From an optimization exercise on the open Yosys and OpenROAD flow, aimed at small area and a short achievable clock period; shortcuts taken in it are not production practice.
No activity file was given, so power comes from the tool's default toggle rates.

Setup of lane 1:
// fft8_top
module fft8_top (
    input  logic         clk,
    input  logic         rst_n,
    input  logic [79:0]  sample,
    output logic [159:0] result
);
    logic [5:0] v;
    always_ff @(posedge clk or negedge rst_n) begin
        if (!rst_n) v <= '0;
        else        v <= {v[4:0], 1'b1};
    end
    logic [79:0] r1, r2, r3;
    always_ff @(posedge clk) begin
        r1 <= sample;
        r2 <= r1;
        r3 <= r2;
    end
    wire [4:0] x0r = r3[9:5];
    wire [4:0] x0i = r3[4:0];
    wire [4:0] x1r = r3[19:15];
    wire [4:0] x1i = r3[14:10];
    wire [4:0] x2r = r3[29:25];
    wire [4:0] x2i = r3[24:20];
    wire [4:0] x3r = r3[39:35];
    wire [4:0] x3i = r3[34:30];
    wire [4:0] x4r = r3[49:45];
    wire [4:0] x4i = r3[44:40];
    wire [4:0] x5r = r3[59:55];
    wire [4:0] x5i = r3[54:50];
    wire [4:0] x6r = r3[69:65];
    wire [4:0] x6i = r3[64:60];
    wire [4:0] x7r = r3[79:75];
    wire [4:0] x7i = r3[74:70];
    wire [5:0] a0r_d;
    wire [5:1] a0r_d_c;
    assign a0r_d[0] = x0r[0] ^ x4r[0];
    assign a0r_d_c[1] = x0r[0] & x4r[0];
    fft_fa u_a0r_d_1 (.a(x0r[1]), .b(x4r[1]), .ci(a0r_d_c[1]), .s(a0r_d[1]), .co(a0r_d_c[2]));
    fft_fa u_a0r_d_2 (.a(x0r[2]), .b(x4r[2]), .ci(a0r_d_c[2]), .s(a0r_d[2]), .co(a0r_d_c[3]));
    fft_fa u_a0r_d_3 (.a(x0r[3]), .b(x4r[3]), .ci(a0r_d_c[3]), .s(a0r_d[3]), .co(a0r_d_c[4]));
    fft_fa u_a0r_d_4 (.a(x0r[4]), .b(x4r[4]), .ci(a0r_d_c[4]), .s(a0r_d[4]), .co(a0r_d_c[5]));
    assign a0r_d[5] = x0r[4] ^ x4r[4] ^ a0r_d_c[5];
    wire [5:0] a1r_d;
    wire [5:1] a1r_d_c;
    assign a1r_d[0] = x0r[0] ^ x4r[0];
    assign a1r_d_c[1] = x0r[0] | ~x4r[0];
    fft_fa u_a1r_d_1 (.a(x0r[1]), .b(~x4r[1]), .ci(a1r_d_c[1]), .s(a1r_d[1]), .co(a1r_d_c[2]));
    fft_fa u_a1r_d_2 (.a(x0r[2]), .b(~x4r[2]), .ci(a1r_d_c[2]), .s(a1r_d[2]), .co(a1r_d_c[3]));
    fft_fa u_a1r_d_3 (.a(x0r[3]), .b(~x4r[3]), .ci(a1r_d_c[3]), .s(a1r_d[3]), .co(a1r_d_c[4]));
    fft_fa u_a1r_d_4 (.a(x0r[4]), .b(~x4r[4]), .ci(a1r_d_c[4]), .s(a1r_d[4]), .co(a1r_d_c[5]));
    assign a1r_d[5] = x0r[4] ^ ~x4r[4] ^ a1r_d_c[5];
    wire [5:0] a0i_d;
    wire [5:1] a0i_d_c;
    assign a0i_d[0] = x0i[0] ^ x4i[0];
    assign a0i_d_c[1] = x0i[0] & x4i[0];
  ...
clock: 16.0 ns
lec_check: 0
cap_margin: 20
core_margin: 2
core_utilization: 60
gpl_timing_driven: 1
slew_margin: 20
synth_hierarchical: 1
synth_minimum_keep_size: 0
standard.sh (not shown) runs the stock make flow with config.mk's settings and CLKGATE_MAP_FILE= SYNTH_SCRIPT=/design/flow/synth_recipe.tcl, a recipe that flattens the netlist after the stock synthesis.
==> flow/flow/run.sh <==
#!/bin/bash
export BUFFER_PORTS_ARGS="-buffer_cell sky130_fd_sc_hd__buf_1"
export CTS_ARGS="-sink_clustering_enable -repair_clock_nets -sink_clustering_size 30 -sink_clustering_max_diameter 60"
bash standard.sh > standard.log 2>&1
Lane 1 did not stop at any stage, and its layout met the timing, design-rule and antenna checks.
Edits applied to the flow inputs when going from lane 1 to lane 2:
Settings: GPL_TIMING_DRIVEN: 1 -> unset.
## What came out
Lane 2 | stages: all done | timing, DRC, antenna: all pass. Worst path setup slack after routing essentially unchanged between lane 1 and lane 2. Reported for lane 1 and lane 2, share of synthesized area occupied by flip-flops and latches turned out identical to the last digit. Reported for lane 1 and lane 2, final critical-path share of the clock period turned out identical to the last digit. The number of synthesized register bits was comparable across lane 1 and lane 2. Reported for lane 1 and lane 2, wire length turned out identical to the last digit. Reported for lane 1 and lane 2, maximum root-to-sink buffer count turned out identical to the last digit. Lane 1 and lane 2 ended up with nearly the same combinational power share. Lane 2 -> lane 1: layout overhead on the synthesized area delta 0, exact match.
Function was not checked in any run of this note: the RTL went through the layout flow alone.

-- re-timing with driven ports --
In the flow no input, the clock included, has a driving cell. The finished layouts below were timed again as built, in two steps. Step 1 assumes that a clkbuf_16 drives the clock port and a buf_2 every other input. Step 2 moves the port delays by t, midway between the first and last clock arrival at a register: inputs arrive t later, outputs are due t later. That takes back most of the time a late clock gives input paths. Three values: ideal ports, drivers, drivers and shift; two values: the first two.
| run | shift t [ns] | setup slack, ns | pins driven straight from the clock port |
|---|---|---|---|
| lane 1 | 0.629 | 9.988 / 9.988 / 9.988 | 1 |
| lane 2 | 0.629 | 9.988 / 9.988 / 9.988 | 1 |
After both steps setup and hold are still met in every run listed.
